Context: an optimization exercise on an open-source flow, tuned for small area. The choices shown serve that exercise and are no tape-out recipe. In this exercise RTL edits were held to simulation tests only and were not proved equivalent to the original.

==> flow/design.v (excerpt) <==
module la_top #(
  parameter int SMPL_WIDTH = 16,
  parameter int TX_WIDTH   = 8,
  parameter int DEPTH_LOG2 = 8
) (
  input  logic                  clk_i,
  input  logic                  rst_in,
  input  logic                  cmd_req_i,
  input  logic [17:0]           cmd_i,      
  output logic                  cmd_ack_o,
  input  logic                  smpl_stb_i,
  input  logic [SMPL_WIDTH-1:0] smpl_i,
  output logic                  tx_req_o,
  input  logic                  tx_ack_i,
  output logic [TX_WIDTH-1:0]   tx_o,
  output logic                  busy_o
);
For scale: roughly 5900 cells after synthesis, ~4300 flip-flops, ~50 I/O pins, roughly 0.094 sq mm of cells after synthesis.
==> module la_sample_buf, before the edit <==
module la_sample_buf #(
  parameter int SMPL_WIDTH = 16,
  parameter int TX_WIDTH   = 8,
  parameter int DEPTH_LOG2 = 8,
  parameter int PORT_LOG2  = 3
) (
  input  logic                         clk_i,
  input  logic                         rst_in,
  input  logic                         push_i,     
  input  logic [SMPL_WIDTH-1:0]        d_i,
  output logic                         empty_o,    
  input  logic                         rewind_i,   
  input  logic [la_pkg::CNT_WIDTH-1:0] rd_cnt_i,
  input  logic                         read_i,     
  input  logic                         lsb_i,      
  output logic                         hit_o,      
  output logic [TX_WIDTH-1:0]          q_o
);
  localparam int DEPTH = 2 ** DEPTH_LOG2;
  localparam int NDLY  = 2 ** PORT_LOG2;
  logic [DEPTH-1:0][SMPL_WIDTH-1:0] ring;
  logic [NDLY-2:0][SMPL_WIDTH-1:0]  dly;        
  logic [NDLY-2:0]                  pend;       
  logic [DEPTH_LOG2-1:0]            ptr;
  logic [SMPL_WIDTH-1:0]            wdata;
  logic [NDLY-2:0]                  take;       
  logic                             wr;
  logic                             busy;
  logic [SMPL_WIDTH-1:0]            tap;
  assign empty_o = (pend == '0);
  assign busy    = !empty_o || push_i;
  assign wr      = busy && (ptr[PORT_LOG2-1:0] == '0);
  assign hit_o   = read_i && (ptr == '0);
  assign tap     = ring[DEPTH-1];
  always_comb begin
    take  = '0;
    wdata = d_i;
    for (int k = 0; k < NDLY - 1; k++) begin
      if (pend[k]) begin
        take  = NDLY'(1) << k;
        wdata = dly[k];
      end
    end
  end
  always_ff @(posedge clk_i) begin
    if (!rst_in) begin
      pend <= '0;
      ptr  <= '0;
    end else begin
      pend <= {pend[NDLY-3:0] & ~(take[NDLY-3:0] & {(NDLY-2){wr}}),
               push_i && !(wr && empty_o)};
      if (rewind_i) begin
        ptr <= ptr + 1'b1 + DEPTH_LOG2'(rd_cnt_i);
      end else if (!(wr || (hit_o && lsb_i))) begin
        ptr <= ptr + 1'b1;
      end
    end
  end
  always_ff @(posedge clk_i) begin
    dly <= {dly[NDLY-3:0], d_i};
  end
  always_ff @(posedge clk_i) begin
    for (int i = 0; i < DEPTH; i++) begin
      if (i % NDLY == 0 && wr && ptr[DEPTH_LOG2-1:PORT_LOG2] == (DEPTH_LOG2-PORT_LOG2)'(i / NDLY)) begin
        ring[i] <= wdata;
      end else begin
        ring[i] <= ring[(i + DEPTH - 1) % DEPTH];
      end
    end
  end
  always_ff @(posedge clk_i) begin
    if (hit_o) begin
      q_o <= lsb_i ? tap[TX_WIDTH-1:0] : tap[SMPL_WIDTH-1 -: TX_WIDTH];
    end
  end
endmodule
Settings: LEC_CHECK=0, CAP_MARGIN=20, CORE_MARGIN=2, CORE_UTILIZATION=65, CTS_BUF_LIST=sky130_fd_sc_hd__clkbuf_8, CTS_CLUSTER_DIAMETER=60, CTS_CLUSTER_SIZE=20, PLACE_DENSITY=0.75, SLEW_MARGIN=20; clock period 10.0 ns.
standard.sh (not shown) runs the stock make flow with config.mk's settings and CLKGATE_MAP_FILE= SYNTH_SCRIPT=/design/flow/synth_recipe.tcl, a recipe that flattens the netlist after the stock synthesis.
==> flow/flow/run.sh <==
#!/bin/bash
set -euo pipefail
export CTS_ARGS="-sink_clustering_enable -repair_clock_nets -sink_clustering_size 20 -sink_clustering_max_diameter 60 -buf_list sky130_fd_sc_hd__clkbuf_8 -dont_use_dummy_load"
export BUFFER_PORTS_ARGS="-buffer_cell sky130_fd_sc_hd__buf_1"
bash standard.sh > standard.log 2>&1
Edit:
--- a/flow/design.v
+++ b/flow/design.v
@@ -62,21 +62,22 @@
   input  logic                         read_i,     
   input  logic                         lsb_i,      
   output logic                         hit_o,      
   output logic [TX_WIDTH-1:0]          q_o
 );
-  localparam int DEPTH = 2 ** DEPTH_LOG2;
+  localparam int DEPTH = 2 ** DEPTH_LOG2 - 1;
   localparam int NDLY  = 2 ** PORT_LOG2;
   logic [DEPTH-1:0][SMPL_WIDTH-1:0] ring;
   logic [NDLY-2:0][SMPL_WIDTH-1:0]  dly;        
   logic [NDLY-2:0]                  pend;       
   logic [DEPTH_LOG2-1:0]            ptr;
   logic [SMPL_WIDTH-1:0]            wdata;
   logic [NDLY-2:0]                  take;       
   logic                             wr;
   logic                             busy;
   logic [SMPL_WIDTH-1:0]            tap;
+  logic [DEPTH_LOG2:0]              fwd;        
   assign empty_o = (pend == '0);
   assign busy    = !empty_o || push_i;
   assign wr      = busy && (ptr[PORT_LOG2-1:0] == '0);
   assign hit_o   = read_i && (ptr == '0);
   assign tap     = ring[DEPTH-1];
@@ -88,21 +89,22 @@
         take  = NDLY'(1) << k;
         wdata = dly[k];
       end
     end
   end
+  assign fwd = ptr + 1'b1 + (DEPTH_LOG2+1)'(rd_cnt_i);
   always_ff @(posedge clk_i) begin
     if (!rst_in) begin
       pend <= '0;
       ptr  <= '0;
     end else begin
       pend <= {pend[NDLY-3:0] & ~(take[NDLY-3:0] & {(NDLY-2){wr}}),
                push_i && !(wr && empty_o)};
       if (rewind_i) begin
-        ptr <= ptr + 1'b1 + DEPTH_LOG2'(rd_cnt_i);
+        ptr <= (fwd >= (DEPTH_LOG2+1)'(DEPTH)) ? fwd[DEPTH_LOG2-1:0] + 1'b1 : fwd[DEPTH_LOG2-1:0];
       end else if (!(wr || (hit_o && lsb_i))) begin
-        ptr <= ptr + 1'b1;
+        ptr <= (ptr == DEPTH_LOG2'(DEPTH - 1)) ? '0 : ptr + 1'b1;
       end
     end
   end
   always_ff @(posedge clk_i) begin
     dly <= {dly[NDLY-3:0], d_i};
After rerunning:
- The changed run completed with no timing, DRC or antenna violations
- via count goes up by 0.96%
- clock skew grows by 52 ps
- routed wire length is lower by 1.9%
- clock-buffer cell count climbs by 3
- global-route usage went down by 0.38 points
- design area barely changes
- area after synthesis is about the same
- flip-flop and latch count is lower by 16
- utilization goes down by 0.15 points
- register-to-register slack gets worse by 260 ps
- final cell count goes up by 1.2%

==> what the ideal ports hide <==
In the flow no input, the clock included, has a driving cell. The finished layouts below were timed again as built, in two steps.
Step 1 assumes that a clkbuf_16 drives the clock port and a buf_2 every other input.
Step 2 moves the port delays by t, midway between the first and last clock arrival at a register: inputs arrive t later, outputs are due t later. That takes back most of the time a late clock gives input paths.
Three values: ideal ports, drivers, drivers and shift; two values: the first two.
run | shift t [ns] | slack for setup (ns) | hold WS [ns] | worst setup path at the end | pins driven straight from the clock port
the first run | 1.017 | 5.686 / 5.615 / 5.311 | 0.298 / 0.298 / 0.298 | input to register | 1
the second run | 1.000 | 5.810 / 5.735 / 5.028 | 0.249 / 0.249 / 0.249 | input to register | 1
After both steps every run listed still meets setup and hold. The setup slack of the second run, which loses most, moves by -0.075 ns with the drivers and by -0.782 ns with both steps.
